Context: an optimization exercise on an open-source flow, tuned for small area, a short achievable clock period and few clock cycles per item. The choices shown serve that exercise and are no tape-out recipe. Where RTL was checked, it was by simulation tests only, not by an equivalence proof against the original. Only the layout flow was run in runs 2 to 5; the RTL was not checked for function there. No activity file was given, so power comes from the tool's default toggle rates.

==> flow/design.v <==
package bvlq_pkg;
	localparam int unsigned MAX_BITS   = 1024;
	localparam int unsigned BLOCK_BITS = 64;
	localparam int unsigned NUM_BLOCKS = MAX_BITS / BLOCK_BITS;
	localparam int unsigned NUM_ROWS   = NUM_BLOCKS - 1;    
	localparam int unsigned POS_W      = 11;
	localparam int unsigned OFF_W      = $clog2(BLOCK_BITS);
	localparam int unsigned BLK_W      = $clog2(NUM_BLOCKS);
	localparam int unsigned FUNC_W     = 2;
	localparam int unsigned STAT_W     = 2;
	localparam logic [FUNC_W-1:0] FUNC_APPEND = 2'd0;
	localparam logic [FUNC_W-1:0] FUNC_SET    = 2'd1;
	localparam logic [FUNC_W-1:0] FUNC_QUERY  = 2'd2;
	localparam logic [STAT_W-1:0] ST_OK    = 2'd0;
	localparam logic [STAT_W-1:0] ST_BOUND = 2'd1;
	localparam logic [STAT_W-1:0] ST_RANGE = 2'd2;
	typedef logic [BLOCK_BITS-1:0] word_t;
	typedef logic [NUM_ROWS-1:0]   rows_t;
	typedef logic [POS_W-1:0]      pos_t;
	typedef logic [BLK_W-1:0]      blk_t;
	typedef logic [OFF_W-1:0]      off_t;
endpackage
module bvlq_store (
	input  logic              clk,
	input  bvlq_pkg::rows_t   we,
	input  bvlq_pkg::word_t   wdata,
	input  bvlq_pkg::rows_t   rsel,
	output bvlq_pkg::word_t   rdata,
	output bvlq_pkg::rows_t   nz
);
	bvlq_pkg::word_t rows_q [bvlq_pkg::NUM_ROWS];
	bvlq_pkg::rows_t nz_q;
	logic            wnz;
	assign wnz = |wdata;
	for (genvar k = 0; k < bvlq_pkg::NUM_ROWS; k++) begin : g_row
		always_ff @(posedge clk) begin
			if (we[k]) begin
				rows_q[k] <= wdata;
				nz_q[k]   <= wnz;
			end
		end
	end
	always_comb begin
		rdata = '0;
		for (int k = 0; k < bvlq_pkg::NUM_ROWS; k++) begin
			rdata = rdata | (rows_q[k] & {bvlq_pkg::BLOCK_BITS{rsel[k]}});
		end
	end
	assign nz = nz_q;
endmodule
module bvlq_top #(
	parameter int unsigned W  = 64,
	parameter int unsigned IW = $clog2(W)
) (
	input  logic [W-1:0]  w,
	output logic          hit,
	output logic [IW-1:0] idx
);
	logic          h [IW+1][W];
	logic [IW-1:0] x [IW+1][W];
	always_comb begin
		for (int i = 0; i < W; i++) begin
			h[0][i] = w[i];
			x[0][i] = '0;
		end
		for (int l = 0; l < IW; l++) begin
			for (int i = 0; i < W; i++) begin
				h[l+1][i] = 1'b0;
				x[l+1][i] = '0;
			end
			for (int i = 0; i < (W >> (l + 1)); i++) begin
				h[l+1][i] = h[l][2*i] | h[l][2*i+1];
				x[l+1][i] = h[l][2*i+1] ? x[l][2*i+1] : x[l][2*i];
				x[l+1][i][l] = h[l][2*i+1];
			end
		end
		hit = h[IW][0];
		idx = x[IW][0];
	end
endmodule
module bit_vector_last_one_query_core (
	input  logic                           clk,
	input  logic                           arst_n,
	input  logic                           in_valid,
	output logic                           in_stall,
	input  logic [bvlq_pkg::FUNC_W-1:0]    func,
	input  logic                           bit_value,
	input  logic [bvlq_pkg::POS_W-1:0]     query_pos,
	output logic                           out_valid,
	input  logic                           out_stall,
	output logic [bvlq_pkg::POS_W-1:0]     last_one_pos,
	output logic                           found,
	output logic [bvlq_pkg::STAT_W-1:0]    status
);
	localparam int unsigned NR = bvlq_pkg::NUM_ROWS;
	localparam int unsigned BB = bvlq_pkg::BLOCK_BITS;
	localparam int unsigned OW = bvlq_pkg::OFF_W;
	localparam int unsigned BW = bvlq_pkg::BLK_W;
	localparam int unsigned NG = BB / 8;
	localparam int unsigned GW = $clog2(NG);
	logic hold_q;    
	logic fix_q;     
	logic stall_q;   
	logic run_ab;
	logic                        a_valid_q;
	logic [bvlq_pkg::FUNC_W-1:0] a_func_q;
	logic                        a_bit_q;
	bvlq_pkg::pos_t              a_pos_q;
	assign run_ab   = !hold_q && !fix_q;
	assign in_stall = stall_q;
	always_ff @(posedge clk or negedge arst_n) begin
		if (!arst_n) begin
			a_valid_q <= 1'b0;
		end else if (run_ab) begin
			a_valid_q <= in_valid;
		end
	end
	always_ff @(posedge clk) begin
		if (run_ab) begin
			a_func_q <= func;
			a_bit_q  <= bit_value;
			a_pos_q  <= query_pos;
		end
	end
	bvlq_pkg::pos_t  len_q;      
	logic            empty_q;    
	logic            bnd_q;      
	bvlq_pkg::blk_t  tblk_q;     
	bvlq_pkg::word_t tail_q;     
	logic a_go;
	logic is_app, is_set, is_qry;
	logic full;
	logic app_ok, set_ok;
	bvlq_pkg::off_t  app_off, set_off;
	logic [bvlq_pkg::STAT_W-1:0] a_stat;
	logic            a_rng;
	logic            a_qv;
	bvlq_pkg::pos_t  a_pm1;
	bvlq_pkg::blk_t  a_blk;
	logic            a_tail;
	assign a_go   = a_valid_q && run_ab;
	assign is_app = (a_func_q == bvlq_pkg::FUNC_APPEND);
	assign is_set = (a_func_q == bvlq_pkg::FUNC_SET);
	assign is_qry = (a_func_q == bvlq_pkg::FUNC_QUERY);
	assign full   = len_q[bvlq_pkg::POS_W-1];
	assign app_ok = a_go && is_app && !full;
	assign set_ok = a_go && is_set && !empty_q;
	logic            bnd_n, full_n;
	bvlq_pkg::blk_t  tblk_n;
	bvlq_pkg::rows_t wr_q;
	assign bnd_n  = app_ok ? (len_q[OW-1:0] == '1) : bnd_q;
	assign full_n = app_ok ? (len_q == bvlq_pkg::pos_t'(bvlq_pkg::MAX_BITS - 1)) : full;
	assign tblk_n = app_ok ? len_q[bvlq_pkg::POS_W-2:OW] : tblk_q;
	always_ff @(posedge clk or negedge arst_n) begin
		if (!arst_n) begin
			wr_q <= '0;
		end else if (run_ab) begin
			for (int k = 0; k < NR; k++) begin
				wr_q[k] <= in_valid && (func == bvlq_pkg::FUNC_APPEND) && bnd_n && !full_n
					&& (tblk_n == bvlq_pkg::blk_t'(k));
			end
		end
	end
	assign app_off = len_q[OW-1:0];
	assign set_off = len_q[OW-1:0] - bvlq_pkg::off_t'(1);
	assign a_rng  = (a_pos_q > len_q);
	assign a_pm1  = a_pos_q - bvlq_pkg::pos_t'(1);
	assign a_blk  = a_pm1[bvlq_pkg::POS_W-2:OW];
	assign a_tail = (a_blk == tblk_q);
	assign a_qv   = is_qry && (a_pos_q != '0) && !a_rng;
	always_comb begin
		a_stat = bvlq_pkg::ST_OK;
		if (is_app && full) a_stat = bvlq_pkg::ST_BOUND;
		if (is_set && empty_q) a_stat = bvlq_pkg::ST_BOUND;
		if (is_qry && a_rng) a_stat = bvlq_pkg::ST_RANGE;
	end
	always_ff @(posedge clk or negedge arst_n) begin
		if (!arst_n) begin
			len_q   <= '0;
			empty_q <= 1'b1;
			bnd_q   <= 1'b0;
			tblk_q  <= '0;
		end else if (app_ok) begin
			len_q   <= len_q + bvlq_pkg::pos_t'(1);
			empty_q <= 1'b0;
			bnd_q   <= (len_q[OW-1:0] == '1);
			tblk_q  <= len_q[bvlq_pkg::POS_W-2:OW];
		end
	end
	for (genvar i = 0; i < BB; i++) begin : g_tail
		always_ff @(posedge clk) begin
			if ((app_ok && (app_off == bvlq_pkg::off_t'(i)))
			    || (set_ok && (set_off == bvlq_pkg::off_t'(i)))) begin
				tail_q[i] <= a_bit_q;
			end
		end
	end
	bvlq_pkg::rows_t psel, nz;
	bvlq_pkg::word_t pdata;
	bvlq_store u_store (
		.clk   (clk),
		.we    (wr_q & {NR{run_ab}}),
		.wdata (tail_q),
		.rsel  (psel),
		.rdata (pdata),
		.nz    (nz)
	);
	logic                        b_valid_q;
	logic [bvlq_pkg::STAT_W-1:0] b_stat_q;
	logic                        b_qv_q;
	logic                        b_tail_q;
	bvlq_pkg::blk_t              b_blk_q;
	bvlq_pkg::rows_t             b_sel_q;
	logic [NG-1:0]               b_glt_q;    
	logic [NG-1:0]               b_geq_q;    
	logic [7:0]                  b_lle_q;    
	always_ff @(posedge clk or negedge arst_n) begin
		if (!arst_n) begin
			b_valid_q <= 1'b0;
		end else if (run_ab) begin
			b_valid_q <= a_valid_q;
		end
	end
	always_ff @(posedge clk) begin
		if (run_ab) begin
			b_stat_q <= a_stat;
			b_qv_q   <= a_qv;
			b_tail_q <= a_tail;
			b_blk_q  <= a_blk;
			for (int k = 0; k < NR; k++) begin
				b_sel_q[k] <= a_qv && !a_tail && (a_blk == bvlq_pkg::blk_t'(k));
			end
			for (int g = 0; g < NG; g++) begin
				b_glt_q[g] <= (GW'(g) < a_pm1[OW-1:3]);
				b_geq_q[g] <= (GW'(g) == a_pm1[OW-1:3]);
			end
			for (int l = 0; l < 8; l++) begin
				b_lle_q[l] <= (3'(l) <= a_pm1[2:0]);
			end
		end
	end
	bvlq_pkg::rows_t d_h_q;
	bvlq_pkg::word_t b_word, b_mask;
	assign psel   = fix_q ? d_h_q : b_sel_q;
	assign b_word = pdata | (tail_q & {BB{b_tail_q && !fix_q}});
	always_comb begin
		for (int g = 0; g < NG; g++) begin
			for (int l = 0; l < 8; l++) begin
				b_mask[8*g+l] = fix_q || b_glt_q[g] || (b_geq_q[g] && b_lle_q[l]);
			end
		end
	end
	logic [NG-1:0] b_ghit;
	logic [NG-1:0][2:0] b_gidx;
	for (genvar g = 0; g < NG; g++) begin : g_grp
		bvlq_top #(.W(8)) u_top_g (
			.w   (b_word[8*g +: 8] & b_mask[8*g +: 8]),
			.hit (b_ghit[g]),
			.idx (b_gidx[g])
		);
	end
	logic [bvlq_pkg::NUM_BLOCKS-1:0] b_nzm;
	logic                            b_hit2;
	bvlq_pkg::blk_t                  b_j;
	always_comb begin
		b_nzm = '0;
		for (int k = 0; k < NR; k++) begin
			b_nzm[k] = nz[k] && (bvlq_pkg::blk_t'(k) < b_blk_q);
		end
	end
	bvlq_top #(.W(bvlq_pkg::NUM_BLOCKS)) u_top_j (
		.w   (b_nzm),
		.hit (b_hit2),
		.idx (b_j)
	);
	logic                        c_valid_q;
	logic [bvlq_pkg::STAT_W-1:0] c_stat_q;
	logic                        c_qv_q;
	logic [NG-1:0]               c_ghit_q;
	logic [NG-1:0][2:0]          c_gidx_q;
	bvlq_pkg::blk_t              c_blk_q;
	logic                        c_hit2_q;
	bvlq_pkg::blk_t              c_j_q;
	always_ff @(posedge clk or negedge arst_n) begin
		if (!arst_n) begin
			c_valid_q <= 1'b0;
		end else if (run_ab) begin
			c_valid_q <= b_valid_q;
		end
	end
	always_ff @(posedge clk) begin
		if (run_ab) begin
			c_stat_q <= b_stat_q;
			c_qv_q   <= b_qv_q;
			c_ghit_q <= b_ghit;
			c_gidx_q <= b_gidx;
			c_blk_q  <= b_blk_q;
			c_hit2_q <= b_hit2;
			c_j_q    <= b_j;
		end
	end
	logic c_miss;
	assign c_miss = c_valid_q && c_qv_q && !(|c_ghit_q) && c_hit2_q;
	logic                        d_valid_q;
	logic [bvlq_pkg::STAT_W-1:0] d_stat_q;
	logic                        d_qv_q;
	logic [NG-1:0]               d_ghit_q;
	logic [NG-1:0][2:0]          d_gidx_q;
	bvlq_pkg::blk_t              d_blk_q;
	bvlq_pkg::blk_t              d_j_q;
	logic fix_d, hold_d;
	always_ff @(posedge clk or negedge arst_n) begin
		if (!arst_n) begin
			d_valid_q <= 1'b0;
			fix_q     <= 1'b0;
			stall_q   <= 1'b0;
		end else begin
			if (run_ab) begin
				d_valid_q <= c_valid_q;
			end
			if (!hold_q) begin
				fix_q <= fix_d;
			end
			stall_q <= hold_d || (hold_q ? fix_q : fix_d);
		end
	end
	assign fix_d = !fix_q && c_miss;
	always_ff @(posedge clk) begin
		if (run_ab) begin
			d_stat_q <= c_stat_q;
			d_qv_q   <= c_qv_q;
			d_ghit_q <= c_ghit_q;
			d_gidx_q <= c_gidx_q;
			d_blk_q  <= c_blk_q;
			d_j_q    <= c_j_q;
			for (int k = 0; k < NR; k++) begin
				d_h_q[k] <= (c_j_q == bvlq_pkg::blk_t'(k));
			end
		end else if (fix_q && !hold_q) begin
			d_ghit_q <= b_ghit;
			d_gidx_q <= b_gidx;
			d_blk_q  <= d_j_q;
		end
	end
	logic                d_found;
	logic [GW-1:0]       d_g;
	logic [2:0]          d_l;
	bvlq_pkg::pos_t      d_pos;
	always_comb begin
		d_g = '0;
		for (int g = 0; g < NG; g++) begin
			if (d_ghit_q[g]) d_g = GW'(g);
		end
		d_l = d_gidx_q[d_g];
	end
	assign d_found = d_qv_q && (|d_ghit_q);
	assign d_pos   = d_found
		? (bvlq_pkg::pos_t'({d_blk_q, d_g, d_l}) + bvlq_pkg::pos_t'(1)) : '0;
	logic                        o_valid_q;
	bvlq_pkg::pos_t              o_pos_q;
	logic                        o_found_q;
	logic [bvlq_pkg::STAT_W-1:0] o_stat_q;
	bvlq_pkg::pos_t              k_pos_q;
	logic                        k_found_q;
	logic [bvlq_pkg::STAT_W-1:0] k_stat_q;
	logic take, produce, o_load;
	assign take    = o_valid_q && !out_stall;
	assign produce = d_valid_q && run_ab;
	assign hold_d  = hold_q ? !take : (produce && !o_load);
	assign o_load  = !o_valid_q || !out_stall;
	always_ff @(posedge clk or negedge arst_n) begin
		if (!arst_n) begin
			o_valid_q <= 1'b0;
			hold_q    <= 1'b0;
		end else begin
			if (o_load) begin
				o_valid_q <= hold_q || produce;
			end
			hold_q <= hold_d;
		end
	end
	always_ff @(posedge clk) begin
		if (o_load) begin
			if (hold_q) begin
				o_pos_q   <= k_pos_q;
				o_found_q <= k_found_q;
				o_stat_q  <= k_stat_q;
			end else begin
				o_pos_q   <= d_pos;
				o_found_q <= d_found;
				o_stat_q  <= d_stat_q;
			end
		end
		if (!hold_q) begin
			k_pos_q   <= d_pos;
			k_found_q <= d_found;
			k_stat_q  <= d_stat_q;
		end
	end
	assign out_valid    = o_valid_q;
	assign last_one_pos = o_pos_q;
	assign found        = o_found_q;
	assign status       = o_stat_q;
endmodule
==> flow/flow/run.sh <==
#!/bin/bash
set -euo pipefail
MARGIN=$(cat flow/margin.txt)
CTS=$(cat flow/cts_args.txt)
bash standard.sh SETUP_SLACK_MARGIN="$MARGIN" "CTS_ARGS=$CTS" finish > make_finish.log 2>&1
==> flow/flow/cts_args.txt <==
-sink_clustering_enable -repair_clock_nets -dont_use_dummy_load -sink_clustering_size 24 -sink_clustering_max_diameter 90
==> flow/flow/margin.txt <==
6.5
==> flow/standard.sh <==
#!/bin/bash
# synth_recipe.tcl (not shown) runs the flow's synth.tcl, then flattens the netlist and writes it again
# the make line also repeats each setting of config.mk as NAME=value (left out here)
make -C /OpenROAD-flow-scripts/flow DESIGN_CONFIG=/design/flow/config.mk WORK_HOME=/design/flow/orfs CLKGATE_MAP_FILE= SYNTH_SCRIPT=/design/flow/synth_recipe.tcl "${@:-finish}"
==> flow/config.mk <==
export PLATFORM = sky130hd
export DESIGN_NAME = bit_vector_last_one_query_core
export DESIGN_NICKNAME = bit_vector_last_one_query_core
export VERILOG_FILES = /design/flow/design.v
export SDC_FILE = /design/flow/constraint.sdc
export NUM_CORES = 4
export LEC_CHECK = 0
export CAP_MARGIN = 20
export CORE_MARGIN = 2
export CORE_UTILIZATION = 35
export SETUP_SLACK_MARGIN = 5
export SLEW_MARGIN = 20
export SYNTH_MEMORY_MAX_BITS = 8192
==> flow/constraint.sdc <==
create_clock -name core_clock -period 10.0 [get_ports {clk}]
set_input_delay 2.0000 -clock core_clock [delete_from_list [all_inputs] [get_ports {clk}]]
set_output_delay 2.0000 -clock core_clock [all_outputs]
set_load 0.01 [all_outputs]
==> impl_metrics.py, run 1 <==
metrics = {
    "worst_setup_path": {
        "worst_setup_path_start_kind": "register",
        "critPathKind": "reg -> reg",
        "r2r_cells": 11,
        "cpPeakStageDelay_ns": 0.58,
        "path_cells": "buf_12 > buf_16 > mux2_4 > buf_16 > a22oi_2 > nand4_1 > o31ai_4 > nand2_1 > or2_4 > or4_4 > mux2_4",
        "r2r-start": "fix_q",
        "timing.rr.end": "d_ghit_q[6]",
        "cp-end-kind": "register",
        "cp.required_ns": 10.47,
        "rrSetupSlack_ns": 6.41,
        "critical_path.max_fanout": 10,
        "cp.arrival_ns": 4.06,
        "cpMaxStageDelayCell": "dfrtp_4",
    },
    "power_and_ir_drop": {
        "combPwrFrac_pct": 34.2,
        "swShare_pct": 37.5,
        "power.total_mw": 14.3,
        "internal_power_mw": 8.96,
        "ir_drop_mv": 0.213,
        "clkPwrFrac_pct": 18.6,
        "pwr-share-seq_pct": 47.2,
        "power-per-cell-area_nw_per_um2": 255,
        "p_leak_nw": 17.6,
        "switching_power_mw": 5.37,
    },
    "cts": {
        "cts_sinks": 1269,
        "holdBufCountCts": 0,
        "cts_inserted_buffers": 60,
        "clk_latency_ns": 0.72,
        "cts_tree": "built",
        "cts_max_path_buffers": 3,
        "cts_root_buffer": "clkbuf_16",
        "clkTransAtPathRegs_ns": 0.10,
        "ctsHtreeMaxLevel": 2,
    },
    "routing": {
        "avgRoutedWirePerCell_um": 35.0,
        "routed_wl_um": 180000,
        "via_per_inst": 6.41,
        "drt-pass1-iter-count": 8,
        "drt_iter0_drc": 6364,
        "drc": 0,
        "dr_total_vias": 33045,
        "ant_nets": 0,
    },
    "floorplan": {
        "fp.dieW_um": 382,
        "initial_core_util_pct": 35.3,
        "rows": 138,
        "die-height_um": 382,
        "core_area_um2": 142000,
        "die-area_um2": 146000,
        "io_pins": 34,
    },
    "timing": {
        "relSlewSlack_pct": 11.1,
        "setup_tns_ns": 0,
        "tightest_slew_ns": 1.33,
        "timing.fmax_mhz": 279,
        "setup_viol": 0,
        "drv_slew": 0,
        "whs_ns": 0.413,
        "fin_crit_ns": 3.59,
        "rsz0062_at_grt": "yes",
        "setup_ws_ns": 6.41,
        "clock_skew_ns": 0.0501,
        "period_share_pct": 35.9,
        "finalHoldViolations": 0,
    },
    "placed_design": {
        "routabilityCongestion": 0.995,
        "dpl.hpwl_um": 94700,
        "place_ws_ns": 5.04,
        "portBuffers": 33,
    },
    "cells_and_area": {
        "regArea_um2": 37800,
        "nFillCells": 12881,
        "syn2layout_area_growth_pct": 12.4,
        "final_common_cell": "edfxtp_1",
        "final_cell_mix": "edfxtp_1, a22oi_1, nand2_1, buf_4, a22o_1",
        "layout.nets": 3304,
        "multi_input_area_um2": 11900,
        "drive_gt1_share_pct": 13.1,
    },
    "global_routing": {
        "overflow": 0,
        "gr-usage-all-layers_pct": 23.0,
        "grt_pass1_wl_um": 239000,
        "antenna_found_initial": 6,
        "first_global_vias": 29902,
        "grt_max_degree": 65,
    },
    "min_path": {
        "whs_endpoint": "d_stat_q[1]",
        "min_from": "c_stat_q[1]",
        "hold_depth": 0,
        "hold_path_class": "reg -> reg",
    },
    "logic_synthesis": {
        "ys_ff_latch": 1269,
        "synth-edff-count": 1215,
        "syn-num-nets": 3202,
        "yosysWarnings": 9,
        "syn-cell-area_um2": 49900,
        "ys.flop_type": "edfxtp_1",
        "synth.distinct_cells": 84,
        "avgSynthCellArea_um2": 15.8,
        "synthCells": 3162,
        "async_flop_share_pct": 3.15,
        "yosysSeqAreaShare_pct": 75.6,
    },
    "outcome": {
        "status": "no timing/DRC/antenna violations",
    },
    "job": {
        "maxCapViolCount": 0,
    },
}
==> power by group through the flow <==
stage	Combinational [mW]	Sequential (mW)	Clock, mW
2_1_floorplan	2.41	6.57	0
3_3_place_gp	3.86	6.90	0
4_1_cts	4.24	6.73	2.68
5_1_grt	5.02	6.77	2.84
6_report	4.90	6.76	2.67
3_5_place_dp	3.88	6.91	0
==> cells in the mapped netlist (all sizes together), types with 21 or more instances <==
cell    number  share of area (%)
inv         45               0.34
buf         86                1.0
a221oi      80                1.4
o22ai       67               0.84
nand2      284                2.1
o21ai       95               0.96
xnor2       21               0.37
and2        26               0.33
nor4        39               0.50
mux2        44                1.1
nand3       61               0.61
edfxtp    1215                 73
nand4       57               0.71
a21oi       49               0.49
ha          22               0.55
dfrtp       39                2.0
a22oi      343                5.2
nor2        90               0.68
a222oi      33               0.66
clkbuf      98               0.74
a22o       110                1.9
nor3        24               0.25
==> flip-flops by register name (all words and copies together), names as in the netlist, 15 cells and up <==
signal and cells:
b_sel_q 15, c_gidx_q 24, d_gidx_q 24, d_h_q 15, tail_q 64, u_store.nz_q 15
u_store.rows_q 960, wr_q 15
==> worst max-delay path: cells and delay by family, from the launching register on <==
family | cells | cell delay (ns)
AND/OR/NAND/NOR | 4 | 1.09
multiplexers | 2 | 0.66
flip-flops | 1 | 0.58
buffers and inverters | 3 | 0.53
AO/OA/AOI/OAI | 2 | 0.47
==> per-layer routing <==
layer	GRT usage, %	routed length (um)	vias up
met5	0.694	182	-
met3	4.67	24600	472
met4	10.9	9590	8
met2	35.4	80300	2716
li1	-	-	13025
met1	31.3	65800	16824
==> final cells by class <==
type	count	share of cell area, %
timing repair buffer	211	4.27
clock buffer	60	2.68
timing repair inverter	1	0.0156
antenna	7	0.0312
sequential	1269	67.3
tap	1890	4.21
multi-input combinational	1676	21.2
inverter	45	0.330
==> stage by stage <==
step	instance area (um^2)	utilization (%)	cells
finish	56100	39.6	5159
global route	56100	39.6	5152
CTS	54800	38.7	5084
detailed placement	52300	37.0	4968
global placement	52300	36.9	4968
floorplan	49900	-	3162
==> kinds of logic after synthesis <==
logic type / Yosys count / synth area share (%)
simple gates: 654 / 6.25
xor+xnor: 30 / 0.526
mux: 53 / 1.29
fa+ha+maj: 22 / 0.551
flops: 1269 / 75.6
compound gates: 905 / 13.7
buf+inv: 229 / 2.08
==> how the worst max path moves through the flow <==
stage                from                to  slack [ns]  cells after the start
floorplan           fix_q  u_store.nz_q[11]        6.75                      5
global placement    fix_q       d_ghit_q[0]        5.05                      9
detailed placement  fix_q       d_ghit_q[0]        5.04                      9
CTS                 fix_q       d_ghit_q[6]        6.37                     10
global route        fix_q       d_ghit_q[6]        6.37                     11
finish              fix_q       d_ghit_q[6]        6.41                     11
==> what timing repair did <==
item / CTS / global route
endpoints found under the setup margin: 742 / 47
gates cloned: 15 / 15
pin swaps: 3 / 46
resized for setup: 101 / 101
setup buffers: 41 / 53
Testbench counts, summed over its fixed seeds: cycles 13,033, items 12,800.
==> run 2, diff against run 1 <==
--- a/flow/design.v
+++ b/flow/design.v
@@ -131,7 +131,7 @@
 	logic is_app, is_set, is_qry;
 	logic full;
 	logic app_ok, set_ok;
-	bvlq_pkg::off_t  app_off, set_off;
+	bvlq_pkg::off_t  app_off;
 	logic [bvlq_pkg::STAT_W-1:0] a_stat;
 	logic            a_rng;
 	logic            a_qv;
@@ -162,7 +162,6 @@
 		end
 	end
 	assign app_off = len_q[OW-1:0];
-	assign set_off = len_q[OW-1:0] - bvlq_pkg::off_t'(1);
 	assign a_rng  = (a_pos_q > len_q);
 	assign a_pm1  = a_pos_q - bvlq_pkg::pos_t'(1);
 	assign a_blk  = a_pm1[bvlq_pkg::POS_W-2:OW];
@@ -187,10 +186,11 @@
 			tblk_q  <= len_q[bvlq_pkg::POS_W-2:OW];
 		end
 	end
+	bvlq_pkg::word_t tail_dec;
 	for (genvar i = 0; i < BB; i++) begin : g_tail
+		assign tail_dec[i] = (app_off == bvlq_pkg::off_t'(i));
 		always_ff @(posedge clk) begin
-			if ((app_ok && (app_off == bvlq_pkg::off_t'(i)))
-			    || (set_ok && (set_off == bvlq_pkg::off_t'(i)))) begin
+			if ((app_ok && tail_dec[i]) || (set_ok && tail_dec[(i + 1) % BB])) begin
 				tail_q[i] <= a_bit_q;
 			end
 		end
==> run 2 against run 1 <==
Net effect: still clean; clock skew is 0.013 ns lower; cell count down 1.7%; register-to-register slack got worse by 0.10 ns; critical path type unchanged; critical endpoint is now d_ghit_q[4].
==> impl_metrics.py, run 2 <==
metrics = {
    "outcome": {
        "status": "no timing/DRC/antenna violations",
    },
    "logic_synthesis": {
        "yosysWarnings": 9,
        "synth_common_cells": "edfxtp_1, a22oi_1, nand2_1, a22o_1, clkbuf_1",
        "synthCells": 3076,
        "synth_top_cell_area_share_pct": 73.6,
        "synth_area_leaders": "edfxtp_1, a22oi_1, a22o_1",
        "yosysSeqAreaShare_pct": 76.2,
        "syn-cell-area_um2": 49600,
        "syn-num-nets": 3114,
        "synth_area_leader_cell": "edfxtp_1",
        "ys_ff_latch": 1269,
        "synth-edff-count": 1215,
        "avgSynthCellArea_um2": 16.1,
        "ys.flop_type": "edfxtp_1",
        "async_flop_share_pct": 3.15,
        "synth.distinct_cells": 79,
        "synth.most_common_cell": "edfxtp_1",
    },
    "cts": {
        "holdBufCountCts": 0,
        "cts_max_path_buffers": 3,
        "cts_tree": "built",
        "clkTransAtPathRegs_ns": 0.10,
        "cts_inserted_buffers": 59,
        "clk_latency_ns": 0.71,
        "cts_sinks": 1269,
        "ctsHtreeMaxLevel": 2,
        "cts_root_buffer": "clkbuf_16",
    },
    "cells_and_area": {
        "drive_gt1_share_pct": 13.3,
        "largest_reg_flops": 960,
        "layout.nets": 3221,
        "top_register": "u_store.rows_q",
        "layoutNonFillerInstCount": 5072,
        "final_common_cell": "edfxtp_1",
        "nFillCells": 12778,
        "reg_top3": "u_store.rows_q (960), tail_q (64)",
        "final_cell_mix": "edfxtp_1, a22oi_1, nand2_1, a22o_1, buf_4",
        "syn2layout_area_growth_pct": 12.5,
    },
    "min_path": {
        "hold_path_class": "reg -> reg",
        "min_from": "c_stat_q[0]",
    },
    "worst_setup_path": {
        "cp.required_ns": 10.47,
        "path_cells": "buf_12 > buf_16 > mux2_2 > buf_12 > a22o_1 > nor4_4 > a31oi_2 > or2_2 > or4_4 > mux2_2",
        "crit_path_start": "fix_q",
        "cpPeakStageDelay_ns": 0.56,
        "worst_setup_path_start_kind": "register",
        "r2r-start": "fix_q",
        "critPathKind": "reg -> reg",
        "timing.rr.end": "d_ghit_q[4]",
        "cp-end-kind": "register",
        "rrSetupSlack_ns": 6.31,
        "timing.critical_path.to": "d_ghit_q[4]",
        "cp.arrival_ns": 4.16,
        "r2r_cells": 10,
        "cpMaxStageDelayCell": "dfrtp_4",
        "critical_path.max_fanout": 37,
    },
    "timing": {
        "drv_slew": 0,
        "tightest_slew_ns": 1.22,
        "period_share_pct": 36.9,
        "fin_crit_ns": 3.69,
        "setup_tns_ns": 0,
        "timing.fmax_mhz": 271,
        "relSlewSlack_pct": 18.7,
        "setup_viol": 0,
        "finalHoldViolations": 0,
        "rsz0062_at_grt": "yes",
        "clock_skew_ns": 0.0374,
    },
    "global_routing": {
        "grt_max_degree": 91,
        "first_global_vias": 30420,
        "overflow": 0,
        "antenna_found_initial": 5,
        "grt_pass1_wl_um": 247000,
        "gr-usage-all-layers_pct": 24.2,
    },
    "floorplan": {
        "die-height_um": 380,
        "core_area_um2": 141000,
        "io_pins": 34,
        "die-area_um2": 145000,
        "initial_core_util_pct": 35.1,
        "fp.dieW_um": 380,
        "rows": 138,
    },
    "placed_design": {
        "portBuffers": 33,
        "routabilityCongestion": 0.912,
        "dp.cells": 4885,
        "dpl.hpwl_um": 93800,
    },
    "power_and_ir_drop": {
        "p_leak_nw": 17.5,
        "power-per-cell-area_nw_per_um2": 253,
        "ir_drop_mv": 0.176,
    },
    "routing": {
        "drc": 0,
        "ant_nets": 0,
        "via_per_inst": 6.41,
        "drt_iter0_drc": 6530,
        "avgRoutedWirePerCell_um": 35.7,
        "drt-pass1-iter-count": 10,
        "dr_total_vias": 32513,
        "routed_wl_um": 181000,
    },
    "job": {
        "maxCapViolCount": 0,
    },
}
[run 2: cell count changes after synthesis, moves of 14 or more]
cell,before,now
buf_1,30,46
o31ai_1,6,22
nand2_1,284,197
a21oi_1,49,76
a22oi_1,341,319
o21ai_0,85,50
nand3_1,61,40
and3_1,8,25
nor3_1,23,37
[run 2: cells by family after synthesis]
| family | Yosys count | synth area share (%) |
|---|---|---|
| buffers and inverters | 222 | 1.87 |
| flip-flops | 1269 | 76.2 |
| multiplexers | 48 | 1.13 |
| AO/OA/AOI/OAI | 919 | 14.1 |
| adder cells (fa/ha/maj) | 20 | 0.505 |
| XOR/XNOR | 24 | 0.424 |
| AND/OR/NAND/NOR | 574 | 5.80 |
[run 2: how the worst min path moves through the flow]
stage | slack (ns) | endpoint | cells after the start
6_report | 0.43 | d_stat_q[0] | 0
5_1_grt | 0.45 | d_stat_q[1] | 0
4_1_cts | 0.43 | d_stat_q[0] | 0
3_5_place_dp | 0.40 | d_stat_q[0] | 0
3_3_place_gp | 0.40 | c_stat_q[1] | 0
2_1_floorplan | 0.40 | c_qv_q | 0
[run 2: timing repair]
item	CTS	global route
setup buffers	60	31
endpoints found under the setup margin	1062	460
gates resized for setup	139	59
pin swaps	33	32
cloned	32	3
[run 2: area by class of cell]
cell class | instances | area (um^2) | area share [%]
Clock buffer | 59 | 1480 | 2.65
Tap cell | 1890 | 2360 | 4.24
Timing Repair Buffer | 204 | 2240 | 4.01
Multi-Input combinational cell | 1612 | 11800 | 21.1
Antenna cell | 1 | 2.50 | 0.00449
Inverter | 37 | 151 | 0.271
Sequential cell | 1269 | 37800 | 67.7
[run 2: power breakdown]
part | total, mW | internal, mW | switching, mW
Clock | 2.65 | 1.05 | 1.60
Combinational | 4.67 | 1.57 | 3.10
Sequential | 6.77 | 6.27 | 0.493
[run 2: critical path, delay by kind of cell (launching register included)]
family / cells / cell delay (ns)
buffers and inverters: 3 / 0.47
and+or+nand+nor: 3 / 1.17
AOI/OAI and AO/OA: 2 / 0.47
muxes: 2 / 0.66
DFF: 1 / 0.56
[run 2: routing by layer]
metal / part of all wire, % / wire, um / track usage, % / vias up
li1: - / - / - / 12830
met1: 36 / 64800 / 31.5 / 16385
met5: 0.036 / 66 / 0 / -
met3: 13 / 24400 / 5.98 / 591
met2: 44 / 79200 / 36.6 / 2697
met4: 7.1 / 12800 / 14.4 / 10
[run 2: stage by stage]
stage	setup WS (ns)	hold slack, ns	area (um^2)	power (mW)	utilization [%]
2_1_floorplan	6.62	0.400	49600	8.88	-
3_3_place_gp	5.04	0.403	52100	10.6	36.9
3_5_place_dp	5.01	0.405	52100	10.7	36.9
4_1_cts	6.39	0.426	55200	13.7	39.1
5_1_grt	6.33	0.445	55800	14.4	39.5
6_report	6.31	0.428	55800	14.1	39.5
==> run 3, diff against run 2 <==
--- a/flow/design.v
+++ b/flow/design.v
@@ -131,7 +131,7 @@
 	logic is_app, is_set, is_qry;
 	logic full;
 	logic app_ok, set_ok;
-	bvlq_pkg::off_t  app_off;
+	bvlq_pkg::off_t  app_off, set_off;
 	logic [bvlq_pkg::STAT_W-1:0] a_stat;
 	logic            a_rng;
 	logic            a_qv;
@@ -145,23 +145,14 @@
 	assign full   = len_q[bvlq_pkg::POS_W-1];
 	assign app_ok = a_go && is_app && !full;
 	assign set_ok = a_go && is_set && !empty_q;
-	logic            bnd_n, full_n;
-	bvlq_pkg::blk_t  tblk_n;
-	bvlq_pkg::rows_t wr_q;
-	assign bnd_n  = app_ok ? (len_q[OW-1:0] == '1) : bnd_q;
-	assign full_n = app_ok ? (len_q == bvlq_pkg::pos_t'(bvlq_pkg::MAX_BITS - 1)) : full;
-	assign tblk_n = app_ok ? len_q[bvlq_pkg::POS_W-2:OW] : tblk_q;
-	always_ff @(posedge clk or negedge arst_n) begin
-		if (!arst_n) begin
-			wr_q <= '0;
-		end else if (run_ab) begin
-			for (int k = 0; k < NR; k++) begin
-				wr_q[k] <= in_valid && (func == bvlq_pkg::FUNC_APPEND) && bnd_n && !full_n
-					&& (tblk_n == bvlq_pkg::blk_t'(k));
-			end
-		end
+	logic commit;
+	assign commit = app_ok && bnd_q;
+	bvlq_pkg::rows_t wr;
+	for (genvar k = 0; k < NR; k++) begin : g_wr
+		assign wr[k] = commit && (tblk_q == bvlq_pkg::blk_t'(k));
 	end
 	assign app_off = len_q[OW-1:0];
+	assign set_off = len_q[OW-1:0] - bvlq_pkg::off_t'(1);
 	assign a_rng  = (a_pos_q > len_q);
 	assign a_pm1  = a_pos_q - bvlq_pkg::pos_t'(1);
 	assign a_blk  = a_pm1[bvlq_pkg::POS_W-2:OW];
@@ -186,11 +177,10 @@
 			tblk_q  <= len_q[bvlq_pkg::POS_W-2:OW];
 		end
 	end
-	bvlq_pkg::word_t tail_dec;
 	for (genvar i = 0; i < BB; i++) begin : g_tail
-		assign tail_dec[i] = (app_off == bvlq_pkg::off_t'(i));
 		always_ff @(posedge clk) begin
-			if ((app_ok && tail_dec[i]) || (set_ok && tail_dec[(i + 1) % BB])) begin
+			if ((app_ok && (app_off == bvlq_pkg::off_t'(i)))
+			    || (set_ok && (set_off == bvlq_pkg::off_t'(i)))) begin
 				tail_q[i] <= a_bit_q;
 			end
 		end
@@ -199,7 +189,7 @@
 	bvlq_pkg::word_t pdata;
 	bvlq_store u_store (
 		.clk   (clk),
-		.we    (wr_q & {NR{run_ab}}),
+		.we    (wr),
 		.wdata (tail_q),
 		.rsel  (psel),
 		.rdata (pdata),
==> run 3 against run 2 <==
Net effect: die area down 0.48%; sequential power decreased by 0.7%; setup slack lost 0.052 ns; synthesized area decreased by 0.49%; largest cell class unchanged; largest power group unchanged.
==> impl_metrics.py, run 3 <==
metrics = {
    "power_and_ir_drop": {
        "power.total_mw": 14.7,
        "switching_power_mw": 5.49,
        "swShare_pct": 37.5,
        "power-per-cell-area_nw_per_um2": 253,
        "clkPwrFrac_pct": 18.3,
        "internal_power_mw": 9.17,
        "p_leak_nw": 18.3,
        "pwr-share-seq_pct": 45.8,
        "ir_drop_mv": 0.189,
        "combPwrFrac_pct": 35.9,
    },
    "worst_setup_path": {
        "critPathKind": "reg -> reg",
        "cp.required_ns": 10.46,
        "cpMaxStageDelayCell": "dfrtp_4",
        "cpPeakStageDelay_ns": 0.57,
        "critPathTopFamily": "simple AND/OR/NAND/NOR gates",
        "path_buf_inv": 3,
        "path_cells": "buf_12 > buf_16 > mux2_8 > buf_16 > a22oi_2 > nand4_1 > o31ai_4 > nand4_1 > or4b_4 > mux2_4",
        "cp.arrival_ns": 4.20,
        "cp-end-kind": "register",
        "worst_setup_path_start_kind": "register",
        "critical_path.max_fanout": 7,
    },
    "cts": {
        "clkTransAtPathRegs_ns": 0.10,
        "cts_tree": "built",
        "holdBufCountCts": 0,
        "cts_inserted_buffers": 61,
        "cts_sinks": 1254,
        "cts_max_path_buffers": 3,
        "ctsHtreeMaxLevel": 2,
        "clk_latency_ns": 0.73,
        "cts_root_buffer": "clkbuf_16",
    },
    "routing": {
        "routed_wl_um": 179000,
        "drt_iter0_drc": 6237,
        "drt-pass1-iter-count": 9,
        "ant_nets": 0,
        "via_per_inst": 6.40,
        "drc": 0,
        "avgRoutedWirePerCell_um": 34.6,
        "dr_total_vias": 33190,
    },
    "timing": {
        "rsz0062_at_grt": "yes",
        "timing.fmax_mhz": 267,
        "relSlewSlack_pct": 23.2,
        "clock_skew_ns": 0.0586,
        "setup_viol": 0,
        "setup_tns_ns": 0,
        "tightest_slew_ns": 1.15,
        "setup_ws_ns": 6.26,
        "period_share_pct": 37.4,
        "drv_slew": 0,
        "fin_crit_ns": 3.74,
        "finalHoldViolations": 0,
    },
    "logic_synthesis": {
        "synth.most_common_cell": "edfxtp_1",
        "synth_area_leaders": "edfxtp_1, a22oi_1, a22o_1",
        "synth_area_leader_cell": "edfxtp_1",
        "synth_common_cells": "edfxtp_1, a22oi_1, nand2_1, a22o_1, clkbuf_1",
        "ys.flop_type": "edfxtp_1",
        "async_flop_share_pct": 1.99,
        "synth.distinct_cells": 79,
        "synth-edff-count": 1215,
        "yosysSeqAreaShare_pct": 75.8,
        "syn-num-nets": 3121,
        "synth_top_cell_area_share_pct": 74.0,
        "syn-cell-area_um2": 49300,
        "yosysWarnings": 9,
        "avgSynthCellArea_um2": 16.0,
        "ys_ff_latch": 1254,
        "synthCells": 3081,
    },
    "global_routing": {
        "grt_max_degree": 71,
        "gr-usage-all-layers_pct": 23.9,
        "first_global_vias": 30373,
        "overflow": 0,
        "antenna_found_initial": 7,
        "grt_pass1_wl_um": 240000,
    },
    "placed_design": {
        "portBuffers": 33,
        "place_ws_ns": 3.76,
        "placedInstanceArea_um2": 52200,
        "dpl.hpwl_um": 94800,
        "routabilityCongestion": 0.906,
    },
    "cells_and_area": {
        "nFillCells": 12381,
        "drive_gt1_share_pct": 18.1,
        "syn2layout_area_growth_pct": 17.6,
        "layout.nets": 3348,
        "regArea_um2": 37400,
        "multi_input_area_um2": 12400,
        "top_register": "u_store.rows_q",
        "design_area_um2": 58000,
        "final_common_cell": "edfxtp_1",
        "final_cell_mix": "edfxtp_1, a22oi_1, nand2_1, buf_4, a22o_1",
        "largest_reg_flops": 960,
        "reg_top3": "u_store.rows_q (960), tail_q (64)",
    },
    "floorplan": {
        "initial_core_util_pct": 35.3,
        "fp.dieW_um": 379,
        "die-height_um": 379,
        "die-area_um2": 144000,
        "rows": 137,
        "core_area_um2": 140000,
        "io_pins": 34,
    },
    "min_path": {
        "hold_path_class": "reg -> reg",
    },
    "job": {
        "maxCapViolCount": 0,
    },
    "outcome": {
        "status": "no timing/DRC/antenna violations",
    },
}
==> run 3: cell types whose count changed after synthesis, sizes merged, moves of 9 or more <==
| cell | before | now |
|---|---|---|
| nand2b | 14 | 29 |
| and4 | 18 | 30 |
| buf | 92 | 80 |
| and2 | 26 | 11 |
| a22o | 120 | 110 |
| nand2 | 197 | 215 |
| nor2 | 87 | 98 |
| o21ai | 52 | 61 |
| clkbuf | 93 | 102 |
| a221oi | 85 | 94 |
| a31oi | 15 | 24 |
| dfrtp | 39 | 24 |
==> run 3: power by group through the flow <==
stage,clock network [mW],logic (mW),registers [mW]
2_1_floorplan,0,2.44,6.50
3_3_place_gp,0,3.89,6.79
3_5_place_dp,0,3.93,6.79
4_1_cts,2.71,4.72,6.68
5_1_grt,2.87,5.38,6.73
6_report,2.69,5.26,6.72
==> run 3: cell type report <==
type	instances	area share, %
flip-flops and latches	1254	64.5
multi-input cells	1627	21.4
repair buffers	328	7.17
well taps	1876	4.05
clock buffers	61	2.63
inverters	34	0.255
repair inverters	2	0.0302
diodes	3	0.0129
==> run 3: path summary, 6_finish.rpt <==
| kind | start | end | slack, ns | depth (start not counted) |
|---|---|---|---|---|
| max | fix_q | d_ghit_q[5] | 6.26 | 10 |
| min | b_qv_q | c_qv_q | 0.43 | 0 |
| max reg2reg | fix_q | d_ghit_q[5] | 6.26 | 10 |
| min reg2reg | b_qv_q | c_qv_q | 0.43 | 0 |
| max in group asynchronous | arst_n | hold_q | 7.90 | 1 |
| min in group asynchronous | arst_n | tblk_q[1] | 1.40 | 1 |
==> run 3: cells by family after synthesis <==
logic type                 synth area share (%)
AOI/OAI and AO/OA                          14.2
xor gates and xnor gates                  0.533
adders and majority gates                 0.558
buffers and inverters                      1.91
DFF                                        75.8
muxes                                     0.931
and+or+nand+nor                            6.06
==> run 3: stage by stage <==
stage | util (%) | hold slack, ns | cells
floorplan | - | 0.400 | 3081
global placement | 37.4 | 0.403 | 4922
detailed placement | 37.4 | 0.405 | 4923
CTS | 40.7 | 0.426 | 5126
global route | 41.5 | 0.435 | 5183
finish | 41.5 | 0.425 | 5185
==> run 3: timing repair <==
item,in CTS,in global routing
resized for setup,292,98
pin swaps,56,45
gates cloned,37,13
setup buffers,105,43
setup endpoints to repair,1225,615
endpoints found under the hold margin,0,0
==> run 3: per-layer routing <==
metal	routed length (um)	GRT usage, %	up-vias
met4	9850	10.4	2
met1	64300	31.6	16799
met5	11	0	-
li1	-	-	13129
met3	27700	8.09	541
met2	77500	35.7	2719
==> run 4, diff against run 3 <==
--- a/flow/design.v
+++ b/flow/design.v
@@ -145,11 +145,21 @@
 	assign full   = len_q[bvlq_pkg::POS_W-1];
 	assign app_ok = a_go && is_app && !full;
 	assign set_ok = a_go && is_set && !empty_q;
-	logic commit;
-	assign commit = app_ok && bnd_q;
-	bvlq_pkg::rows_t wr;
-	for (genvar k = 0; k < NR; k++) begin : g_wr
-		assign wr[k] = commit && (tblk_q == bvlq_pkg::blk_t'(k));
+	logic            bnd_n, full_n;
+	bvlq_pkg::blk_t  tblk_n;
+	bvlq_pkg::rows_t wr_q;
+	assign bnd_n  = app_ok ? (len_q[OW-1:0] == '1) : bnd_q;
+	assign full_n = app_ok ? (len_q == bvlq_pkg::pos_t'(bvlq_pkg::MAX_BITS - 1)) : full;
+	assign tblk_n = app_ok ? len_q[bvlq_pkg::POS_W-2:OW] : tblk_q;
+	always_ff @(posedge clk or negedge arst_n) begin
+		if (!arst_n) begin
+			wr_q <= '0;
+		end else if (run_ab) begin
+			for (int k = 0; k < NR; k++) begin
+				wr_q[k] <= in_valid && (func == bvlq_pkg::FUNC_APPEND) && bnd_n && !full_n
+					&& (tblk_n == bvlq_pkg::blk_t'(k));
+			end
+		end
 	end
 	assign app_off = len_q[OW-1:0];
 	assign set_off = len_q[OW-1:0] - bvlq_pkg::off_t'(1);
@@ -189,7 +199,7 @@
 	bvlq_pkg::word_t pdata;
 	bvlq_store u_store (
 		.clk   (clk),
-		.we    (wr),
+		.we    (wr_q & {NR{run_ab}}),
 		.wdata (tail_q),
 		.rsel  (psel),
 		.rdata (pdata),
@@ -201,9 +211,7 @@
 	logic                        b_tail_q;
 	bvlq_pkg::blk_t              b_blk_q;
 	bvlq_pkg::rows_t             b_sel_q;
-	logic [NG-1:0]               b_glt_q;    
-	logic [NG-1:0]               b_geq_q;    
-	logic [7:0]                  b_lle_q;    
+	bvlq_pkg::off_t              b_off_q;
 	always_ff @(posedge clk or negedge arst_n) begin
 		if (!arst_n) begin
 			b_valid_q <= 1'b0;
@@ -220,23 +228,26 @@
 			for (int k = 0; k < NR; k++) begin
 				b_sel_q[k] <= a_qv && !a_tail && (a_blk == bvlq_pkg::blk_t'(k));
 			end
-			for (int g = 0; g < NG; g++) begin
-				b_glt_q[g] <= (GW'(g) < a_pm1[OW-1:3]);
-				b_geq_q[g] <= (GW'(g) == a_pm1[OW-1:3]);
-			end
-			for (int l = 0; l < 8; l++) begin
-				b_lle_q[l] <= (3'(l) <= a_pm1[2:0]);
-			end
+			b_off_q  <= a_pm1[OW-1:0];
 		end
 	end
 	bvlq_pkg::rows_t d_h_q;
 	bvlq_pkg::word_t b_word, b_mask;
 	assign psel   = fix_q ? d_h_q : b_sel_q;
 	assign b_word = pdata | (tail_q & {BB{b_tail_q && !fix_q}});
+	logic [NG-1:0] b_glt, b_geq;
+	logic [7:0]    b_lle;
 	always_comb begin
 		for (int g = 0; g < NG; g++) begin
+			b_glt[g] = (GW'(g) < b_off_q[OW-1:3]);
+			b_geq[g] = (GW'(g) == b_off_q[OW-1:3]);
+		end
+		for (int l = 0; l < 8; l++) begin
+			b_lle[l] = (3'(l) <= b_off_q[2:0]);
+		end
+		for (int g = 0; g < NG; g++) begin
 			for (int l = 0; l < 8; l++) begin
-				b_mask[8*g+l] = fix_q || b_glt_q[g] || (b_geq_q[g] && b_lle_q[l]);
+				b_mask[8*g+l] = fix_q || b_glt[g] || (b_geq[g] && b_lle[l]);
 			end
 		end
 	end
==> run 4 against run 3 <==
Net effect: cell count is 2.1% lower; non-clock buffer count is 122 lower; wire length is 3.9% higher; sequential power is 3.7% lower; register-to-register slack better by 0.05 ns; critical endpoint is now d_ghit_q[2]; largest cell class unchanged; largest power group unchanged.
==> impl_metrics.py, run 4 <==
metrics = {
    "min_path": {
        "hold_path_class": "reg -> reg",
        "min_from": "b_qv_q",
        "hold_depth": 0,
    },
    "worst_setup_path": {
        "cp.required_ns": 10.44,
        "cpMaxStageDelayCell": "a21oi_1",
        "critical_path.max_fanout": 10,
        "cp-end-kind": "register",
        "path_cells": "a21oi_1 > o21ai_0 > o31ai_2 > nand2_1 > or3_1 > mux2_2",
        "critPathTopFamily": "compound AO/OA/AOI/OAI gates",
        "r2r_cells": 6,
        "critPathKind": "reg -> reg",
        "timing.rr.end": "d_ghit_q[2]",
        "cpPeakStageDelay_ns": 1.01,
        "path_buf_inv": 0,
        "rrSetupSlack_ns": 6.31,
        "r2r-start": "b_off_q[0]",
        "timing.critical_path.to": "d_ghit_q[2]",
        "cp.arrival_ns": 4.13,
        "crit_path_start": "b_off_q[0]",
        "path_depth": 6,
        "worst_setup_path_start_kind": "register",
    },
    "logic_synthesis": {
        "ys.flop_type": "edfxtp_1",
        "yosysWarnings": 9,
        "synth_area_leader_cell": "edfxtp_1",
        "synth_area_leaders": "edfxtp_1, a22oi_1, dfrtp_1",
        "syn-cell-area_um2": 49200,
        "avgSynthCellArea_um2": 16.0,
        "synthCells": 3086,
        "synth.distinct_cells": 79,
        "yosysSeqAreaShare_pct": 75.7,
        "async_flop_share_pct": 3.19,
        "ys_ff_latch": 1252,
        "synth-edff-count": 1198,
        "syn-num-nets": 3123,
        "synth_common_cells": "edfxtp_1, a22oi_1, nand2_1, clkbuf_1, a22o_1",
        "synth_top_cell_area_share_pct": 73.1,
        "synth.most_common_cell": "edfxtp_1",
    },
    "cells_and_area": {
        "final_cell_mix": "edfxtp_1, a22oi_1, nand2_1, buf_4, a22o_1",
        "final_common_cell": "edfxtp_1",
        "syn2layout_area_growth_pct": 12.6,
        "reg_top3": "u_store.rows_q (960), tail_q (64)",
        "drive_gt1_share_pct": 12.5,
        "layout.nets": 3222,
        "design_area_um2": 55500,
        "top_register": "u_store.rows_q",
        "largest_reg_flops": 960,
    },
    "routing": {
        "drt_iter0_drc": 7046,
        "drc": 0,
        "avgRoutedWirePerCell_um": 36.8,
        "ant_nets": 0,
        "dr_total_vias": 33512,
        "via_per_inst": 6.60,
        "routed_wl_um": 186000,
        "drt-pass1-iter-count": 6,
    },
    "timing": {
        "rsz0062_at_grt": "yes",
        "finalHoldViolations": 0,
        "fin_crit_ns": 3.69,
        "timing.fmax_mhz": 271,
        "drv_slew": 0,
        "clock_skew_ns": 0.0667,
        "setup_tns_ns": 0,
        "relSlewSlack_pct": 19.7,
        "tightest_slew_ns": 1.19,
        "period_share_pct": 36.9,
        "setup_viol": 0,
    },
    "floorplan": {
        "initial_core_util_pct": 35.3,
        "fp.dieW_um": 379,
        "die-height_um": 379,
        "rows": 137,
        "core_area_um2": 140000,
        "die-area_um2": 144000,
        "io_pins": 34,
    },
    "cts": {
        "clkTransAtPathRegs_ns": 0.10,
        "cts_inserted_buffers": 58,
        "cts_sinks": 1252,
        "ctsHtreeMaxLevel": 2,
        "clk_latency_ns": 0.72,
        "cts_tree": "built",
        "cts_root_buffer": "clkbuf_16",
        "holdBufCountCts": 0,
        "cts_max_path_buffers": 3,
    },
    "power_and_ir_drop": {
        "ir_drop_mv": 0.173,
        "p_leak_nw": 17.3,
        "power-per-cell-area_nw_per_um2": 258,
    },
    "global_routing": {
        "met1_usage_pct": 32.7,
        "grt_most_used_layer": "met2",
        "first_global_vias": 30666,
        "met3_usage_pct": 7.19,
        "gr-usage-all-layers_pct": 24.8,
        "grt_pass1_wl_um": 247000,
        "grt_max_degree": 73,
        "global_route.usage.met2_pct": 36.4,
        "overflow": 0,
        "antenna_found_initial": 9,
    },
    "placed_design": {
        "dpl.hpwl_um": 96200,
        "routabilityCongestion": 0.950,
        "placedInstanceArea_um2": 51800,
        "portBuffers": 33,
    },
    "outcome": {
        "status": "no timing/DRC/antenna violations",
    },
    "job": {
        "maxCapViolCount": 0,
    },
}
run 4: worst min-delay path by stage:
stage               slack, ns          end
finish                   0.43       c_qv_q
global route             0.44       c_qv_q
floorplan                0.40       c_qv_q
global placement         0.40  c_stat_q[0]
detailed placement       0.41       c_qv_q
CTS                      0.42       c_qv_q
run 4: power breakdown:
| part | switching, mW | leakage (nW) | internal [mW] |
|---|---|---|---|
| combinational | 3.57 | 5.07 | 1.63 |
| clock | 1.59 | 0.715 | 1.03 |
| sequential | 0.299 | 11.5 | 6.17 |
| total | 5.46 | 17.3 | 8.83 |
run 4: kinds of logic after synthesis:
| family | count (synthesis) | synth area share [%] |
|---|---|---|
| simple gates | 580 | 5.92 |
| mux | 40 | 0.961 |
| compound gates | 939 | 14.5 |
| buf+inv | 226 | 1.95 |
| flops | 1252 | 75.7 |
| xor+xnor | 30 | 0.534 |
| fa+ha+maj | 19 | 0.483 |
run 4: per-layer routing:
layer | share of wire, % | vias to the layer above
met5 | 0.013 | -
met2 | 42 | 3010
li1 | - | 12936
met3 | 15 | 655
met1 | 35 | 16907
met4 | 7.2 | 4
run 4: layout make-up:
cell class | instances | area, um^2
fillers | 12701 | 84100
inverters | 40 | 176
clock buffers | 58 | 1450
diodes | 15 | 37.5
multi-input cells | 1627 | 11800
well taps | 1876 | 2350
repair buffers | 206 | 2370
flip-flops and latches | 1252 | 37300
run 4: metrics by stage:
stage	hold slack (ns)	cells	worst slack, ns	total power [mW]	utilization, %
2_1_floorplan	0.400	3086	6.09	8.85	-
3_3_place_gp	0.401	4891	5.33	10.8	37.1
3_5_place_dp	0.408	4891	5.27	10.8	37.1
4_1_cts	0.424	5017	6.37	13.7	39.2
5_1_grt	0.444	5059	6.34	14.5	39.7
6_report	0.427	5074	6.31	14.3	39.7
run 4: timing repair:
action	4_1_cts	5_1_grt
setup buffers	44	32
pin swaps	21	29
endpoints found under the hold margin	0	0
resized for setup	140	50
gates cloned	24	10
setup endpoints to repair	642	199
==> run 5, diff against run 4 <==
--- a/flow/design.v
+++ b/flow/design.v
@@ -26,17 +26,26 @@
 	input  bvlq_pkg::word_t   wdata,
 	input  bvlq_pkg::rows_t   rsel,
 	output bvlq_pkg::word_t   rdata,
-	output bvlq_pkg::rows_t   nz
+	output bvlq_pkg::rows_t   nz,
+	input  bvlq_pkg::blk_t    taddr,
+	output bvlq_pkg::off_t    rtop
 );
 	bvlq_pkg::word_t rows_q [bvlq_pkg::NUM_ROWS];
 	bvlq_pkg::rows_t nz_q;
+	bvlq_pkg::off_t  top_q [bvlq_pkg::NUM_ROWS];
 	logic            wnz;
-	assign wnz = |wdata;
+	bvlq_pkg::off_t  wtop;
+	bvlq_top #(.W(bvlq_pkg::BLOCK_BITS)) u_top_w (
+		.w   (wdata),
+		.hit (wnz),
+		.idx (wtop)
+	);
 	for (genvar k = 0; k < bvlq_pkg::NUM_ROWS; k++) begin : g_row
 		always_ff @(posedge clk) begin
 			if (we[k]) begin
 				rows_q[k] <= wdata;
 				nz_q[k]   <= wnz;
+				top_q[k]  <= wtop;
 			end
 		end
 	end
@@ -46,7 +55,8 @@
 			rdata = rdata | (rows_q[k] & {bvlq_pkg::BLOCK_BITS{rsel[k]}});
 		end
 	end
-	assign nz = nz_q;
+	assign nz   = nz_q;
+	assign rtop = (taddr < bvlq_pkg::blk_t'(bvlq_pkg::NUM_ROWS)) ? top_q[taddr] : '0;
 endmodule
 module bvlq_top #(
 	parameter int unsigned W  = 64,
@@ -99,14 +109,13 @@
 	localparam int unsigned NG = BB / 8;
 	localparam int unsigned GW = $clog2(NG);
 	logic hold_q;    
-	logic fix_q;     
 	logic stall_q;   
 	logic run_ab;
 	logic                        a_valid_q;
 	logic [bvlq_pkg::FUNC_W-1:0] a_func_q;
 	logic                        a_bit_q;
 	bvlq_pkg::pos_t              a_pos_q;
-	assign run_ab   = !hold_q && !fix_q;
+	assign run_ab   = !hold_q;
 	assign in_stall = stall_q;
 	always_ff @(posedge clk or negedge arst_n) begin
 		if (!arst_n) begin
@@ -195,15 +204,19 @@
 			end
 		end
 	end
-	bvlq_pkg::rows_t psel, nz;
+	bvlq_pkg::rows_t nz;
+	bvlq_pkg::blk_t  ptop_addr;
+	bvlq_pkg::off_t  ptop;
 	bvlq_pkg::word_t pdata;
 	bvlq_store u_store (
 		.clk   (clk),
 		.we    (wr_q & {NR{run_ab}}),
 		.wdata (tail_q),
-		.rsel  (psel),
+		.rsel  (b_sel_q),
 		.rdata (pdata),
-		.nz    (nz)
+		.nz    (nz),
+		.taddr (ptop_addr),
+		.rtop  (ptop)
 	);
 	logic                        b_valid_q;
 	logic [bvlq_pkg::STAT_W-1:0] b_stat_q;
@@ -211,7 +224,9 @@
 	logic                        b_tail_q;
 	bvlq_pkg::blk_t              b_blk_q;
 	bvlq_pkg::rows_t             b_sel_q;
-	bvlq_pkg::off_t              b_off_q;
+	logic [NG-1:0]               b_glt_q;    
+	logic [NG-1:0]               b_geq_q;    
+	logic [7:0]                  b_lle_q;    
 	always_ff @(posedge clk or negedge arst_n) begin
 		if (!arst_n) begin
 			b_valid_q <= 1'b0;
@@ -228,26 +243,21 @@
 			for (int k = 0; k < NR; k++) begin
 				b_sel_q[k] <= a_qv && !a_tail && (a_blk == bvlq_pkg::blk_t'(k));
 			end
-			b_off_q  <= a_pm1[OW-1:0];
+			for (int g = 0; g < NG; g++) begin
+				b_glt_q[g] <= (GW'(g) < a_pm1[OW-1:3]);
+				b_geq_q[g] <= (GW'(g) == a_pm1[OW-1:3]);
+			end
+			for (int l = 0; l < 8; l++) begin
+				b_lle_q[l] <= (3'(l) <= a_pm1[2:0]);
+			end
 		end
 	end
-	bvlq_pkg::rows_t d_h_q;
 	bvlq_pkg::word_t b_word, b_mask;
-	assign psel   = fix_q ? d_h_q : b_sel_q;
-	assign b_word = pdata | (tail_q & {BB{b_tail_q && !fix_q}});
-	logic [NG-1:0] b_glt, b_geq;
-	logic [7:0]    b_lle;
+	assign b_word = pdata | (tail_q & {BB{b_tail_q}});
 	always_comb begin
 		for (int g = 0; g < NG; g++) begin
-			b_glt[g] = (GW'(g) < b_off_q[OW-1:3]);
-			b_geq[g] = (GW'(g) == b_off_q[OW-1:3]);
-		end
-		for (int l = 0; l < 8; l++) begin
-			b_lle[l] = (3'(l) <= b_off_q[2:0]);
-		end
-		for (int g = 0; g < NG; g++) begin
 			for (int l = 0; l < 8; l++) begin
-				b_mask[8*g+l] = fix_q || b_glt[g] || (b_geq[g] && b_lle[l]);
+				b_mask[8*g+l] = b_glt_q[g] || (b_geq_q[g] && b_lle_q[l]);
 			end
 		end
 	end
@@ -274,6 +284,7 @@
 		.hit (b_hit2),
 		.idx (b_j)
 	);
+	assign ptop_addr = b_j;
 	logic                        c_valid_q;
 	logic [bvlq_pkg::STAT_W-1:0] c_stat_q;
 	logic                        c_qv_q;
@@ -282,6 +293,7 @@
 	bvlq_pkg::blk_t              c_blk_q;
 	logic                        c_hit2_q;
 	bvlq_pkg::blk_t              c_j_q;
+	bvlq_pkg::off_t              c_jtop_q;
 	always_ff @(posedge clk or negedge arst_n) begin
 		if (!arst_n) begin
 			c_valid_q <= 1'b0;
@@ -298,65 +310,35 @@
 			c_blk_q  <= b_blk_q;
 			c_hit2_q <= b_hit2;
 			c_j_q    <= b_j;
+			c_jtop_q <= ptop;
+		end
+	end
+	logic                c_hit1;
+	logic                c_found;
+	logic [GW-1:0]       c_g;
+	logic [2:0]          c_l;
+	bvlq_pkg::pos_t      c_idx;
+	bvlq_pkg::pos_t      c_pos;
+	always_comb begin
+		c_g = '0;
+		for (int g = 0; g < NG; g++) begin
+			if (c_ghit_q[g]) c_g = GW'(g);
 		end
+		c_l = c_gidx_q[c_g];
 	end
-	logic c_miss;
-	assign c_miss = c_valid_q && c_qv_q && !(|c_ghit_q) && c_hit2_q;
-	logic                        d_valid_q;
-	logic [bvlq_pkg::STAT_W-1:0] d_stat_q;
-	logic                        d_qv_q;
-	logic [NG-1:0]               d_ghit_q;
-	logic [NG-1:0][2:0]          d_gidx_q;
-	bvlq_pkg::blk_t              d_blk_q;
-	bvlq_pkg::blk_t              d_j_q;
-	logic fix_d, hold_d;
+	assign c_hit1  = |c_ghit_q;
+	assign c_found = c_qv_q && (c_hit1 || c_hit2_q);
+	assign c_idx   = c_hit1 ? bvlq_pkg::pos_t'({c_blk_q, c_g, c_l})
+		: bvlq_pkg::pos_t'({c_j_q, c_jtop_q});
+	assign c_pos   = c_found ? (c_idx + bvlq_pkg::pos_t'(1)) : '0;
+	logic hold_d;
 	always_ff @(posedge clk or negedge arst_n) begin
 		if (!arst_n) begin
-			d_valid_q <= 1'b0;
-			fix_q     <= 1'b0;
-			stall_q   <= 1'b0;
+			stall_q <= 1'b0;
 		end else begin
-			if (run_ab) begin
-				d_valid_q <= c_valid_q;
-			end
-			if (!hold_q) begin
-				fix_q <= fix_d;
-			end
-			stall_q <= hold_d || (hold_q ? fix_q : fix_d);
-		end
-	end
-	assign fix_d = !fix_q && c_miss;
-	always_ff @(posedge clk) begin
-		if (run_ab) begin
-			d_stat_q <= c_stat_q;
-			d_qv_q   <= c_qv_q;
-			d_ghit_q <= c_ghit_q;
-			d_gidx_q <= c_gidx_q;
-			d_blk_q  <= c_blk_q;
-			d_j_q    <= c_j_q;
-			for (int k = 0; k < NR; k++) begin
-				d_h_q[k] <= (c_j_q == bvlq_pkg::blk_t'(k));
-			end
-		end else if (fix_q && !hold_q) begin
-			d_ghit_q <= b_ghit;
-			d_gidx_q <= b_gidx;
-			d_blk_q  <= d_j_q;
-		end
-	end
-	logic                d_found;
-	logic [GW-1:0]       d_g;
-	logic [2:0]          d_l;
-	bvlq_pkg::pos_t      d_pos;
-	always_comb begin
-		d_g = '0;
-		for (int g = 0; g < NG; g++) begin
-			if (d_ghit_q[g]) d_g = GW'(g);
+			stall_q <= hold_d;
 		end
-		d_l = d_gidx_q[d_g];
 	end
-	assign d_found = d_qv_q && (|d_ghit_q);
-	assign d_pos   = d_found
-		? (bvlq_pkg::pos_t'({d_blk_q, d_g, d_l}) + bvlq_pkg::pos_t'(1)) : '0;
 	logic                        o_valid_q;
 	bvlq_pkg::pos_t              o_pos_q;
 	logic                        o_found_q;
@@ -366,7 +348,7 @@
 	logic [bvlq_pkg::STAT_W-1:0] k_stat_q;
 	logic take, produce, o_load;
 	assign take    = o_valid_q && !out_stall;
-	assign produce = d_valid_q && run_ab;
+	assign produce = c_valid_q && run_ab;
 	assign hold_d  = hold_q ? !take : (produce && !o_load);
 	assign o_load  = !o_valid_q || !out_stall;
 	always_ff @(posedge clk or negedge arst_n) begin
@@ -387,15 +369,15 @@
 				o_found_q <= k_found_q;
 				o_stat_q  <= k_stat_q;
 			end else begin
-				o_pos_q   <= d_pos;
-				o_found_q <= d_found;
-				o_stat_q  <= d_stat_q;
+				o_pos_q   <= c_pos;
+				o_found_q <= c_found;
+				o_stat_q  <= c_stat_q;
 			end
 		end
 		if (!hold_q) begin
-			k_pos_q   <= d_pos;
-			k_found_q <= d_found;
-			k_stat_q  <= d_stat_q;
+			k_pos_q   <= c_pos;
+			k_found_q <= c_found;
+			k_stat_q  <= c_stat_q;
 		end
 	end
 	assign out_valid    = o_valid_q;
==> run 5 against run 4 <==
Net effect: clock skew decreased by 0.0073 ns; synthesized cell count shrank 1.5%; still clean on timing, DRC and antenna; maximum frequency rose by 6.0%; critical path depth grew 2; largest cell class unchanged; synthesized area up 2.2%.
==> impl_metrics.py, run 5 <==
metrics = {
    "logic_synthesis": {
        "synth.most_common_cell": "edfxtp_1",
        "avgSynthCellArea_um2": 16.6,
        "ys.flop_type": "edfxtp_1",
        "yosysSeqAreaShare_pct": 77.2,
        "synth_area_leaders": "edfxtp_1, a22oi_1, a22o_1",
        "synth.distinct_cells": 87,
        "synth_top_cell_area_share_pct": 74.8,
        "synth-edff-count": 1253,
        "syn-num-nets": 3079,
        "ys_ff_latch": 1304,
        "async_flop_share_pct": 2.84,
        "synth_area_leader_cell": "edfxtp_1",
    },
    "power_and_ir_drop": {
        "power-per-cell-area_nw_per_um2": 240,
        "p_leak_nw": 16.8,
        "ir_drop_mv": 0.201,
    },
    "cells_and_area": {
        "layoutNonFillerInstCount": 4973,
        "syn2layout_area_growth_pct": 9.25,
        "final_common_cell": "edfxtp_1",
    },
    "placed_design": {
        "placedInstanceArea_um2": 53100,
        "dpl.hpwl_um": 81800,
        "portBuffers": 33,
        "dp.cells": 4881,
    },
    "cts": {
        "ctsHtreeMaxLevel": 2,
        "clkTransAtPathRegs_ns": 0.10,
        "cts_tree": "built",
        "cts_inserted_buffers": 61,
        "cts_max_path_buffers": 3,
        "cts_root_buffer": "clkbuf_16",
        "cts_sinks": 1304,
        "holdBufCountCts": 0,
    },
    "worst_setup_path": {
        "cp.required_ns": 10.42,
        "critical_path.max_fanout": 18,
    },
    "global_routing": {
        "overflow": 0,
        "grt_max_degree": 71,
        "first_global_vias": 28651,
    },
    "outcome": {
        "status": "no timing/DRC/antenna violations",
    },
    "routing": {
        "dr_total_vias": 30239,
        "via_per_inst": 6.08,
        "drc": 0,
        "ant_nets": 0,
    },
    "timing": {
        "setup_tns_ns": 0,
        "period_share_pct": 34.8,
        "rsz0062_at_grt": "no",
        "drv_slew": 0,
        "fin_crit_ns": 3.48,
    },
    "job": {
        "maxCapViolCount": 0,
    },
    "floorplan": {
        "io_pins": 34,
        "initial_core_util_pct": 35.2,
        "rows": 139,
    },
}
==> run 5: changes by cell type after synthesis, sizes merged, moves of 22 or more <==
cell and change:
a22oi -158, a221oi +113, nand2 -64, a22o +61
edfxtp +55, clkbuf -47, a222oi -37, buf +31
a21oi +29, nand4 -28, nor2 +22
==> run 5: final cells by class <==
class | instances | area (um^2) | area share, %
clock buffers | 61 | 1530 | 2.78
multi-input cells | 1514 | 10900 | 19.8
well taps | 1903 | 2380 | 4.33
repair buffers | 140 | 1180 | 2.15
inverters | 51 | 195 | 0.355
flip-flops and latches | 1304 | 38800 | 70.6
==> run 5: cell families (layout without fill, tap and decap cells) <==
group                    count (synthesis)  in the layout  share of synthesized area, %
AND/OR/NAND/NOR                        527            527                          5.65
adder cells (fa/ha/maj)                 22             22                         0.547
buffers and inverters                  221            252                          1.74
XOR/XNOR                                28             28                         0.487
multiplexers                            29             29                         0.617
flip-flops                            1304           1304                          77.2
AO/OA/AOI/OAI                          908            908                          13.8
==> run 5: per-stage QoR <==
stage,power (mW),util (%)
finish,13.2,38.4
global route,13.6,38.4
CTS,13.1,38.3
detailed placement,10.5,37.1
global placement,10.5,37.1
floorplan,8.90,-
==> run 5: final timing paths <==
path	slack, ns	from	depth (start not counted)	endpoint
max	6.52	tail_q[48]	8	u_store.top_q[4][1]
min	0.43	b_stat_q[1]	0	c_stat_q[1]
max reg2reg	6.52	tail_q[48]	8	u_store.top_q[4][1]
min reg2reg	0.43	b_stat_q[1]	0	c_stat_q[1]
max in group asynchronous	7.94	arst_n	1	stall_q
min in group asynchronous	1.41	arst_n	1	tblk_q[3]
==> run 5: metal layers <==
metal	share of wire, %	routed length [um]	track usage [%]	vias to the layer above
met1	40	61000	28.2	15812
met2	47	71700	32.7	1661
met3	9.9	15100	3.17	251
met4	3.3	5120	6.22	2
met5	0.0098	15	0	-
li1	-	-	-	12513
==> run 5: critical path, stage by stage (launching register included) <==
cell and delay, ns:
edfxtp_1 0.66, nor4_2 0.68, nand3_1 0.37, nor3_1 0.23
o31a_1 0.20, a2111oi_0 0.09, o31ai_1 0.45, a22oi_2 0.25
buf_2 0.27
==> run 5: power by group <==
part           internal (mW)  total [mW]  switching, mW
Combinational           1.27        3.80           2.53
Clock                   1.08        2.71           1.62
Sequential              6.32        6.68          0.361
Total                   8.68        13.2           4.51
==> run 5: what timing repair did <==
| action | CTS | global route |
|---|---|---|
| endpoints found under the setup margin | 61 | 54 |
| setup buffers | 3 | 27 |
| gates resized for setup | 32 | 9 |
| gates cloned | 1 | 0 |
| hold endpoints to repair | 0 | 0 |
| pin swaps | 1 | 2 |

Setup slack of run 5, layout unchanged: 6.520 ns with ideal ports, 6.484 ns with driving cells assumed (clock clkbuf_16, inputs buf_2), 6.356 ns with port delays also shifted by the 0.762 ns mid clock arrival.
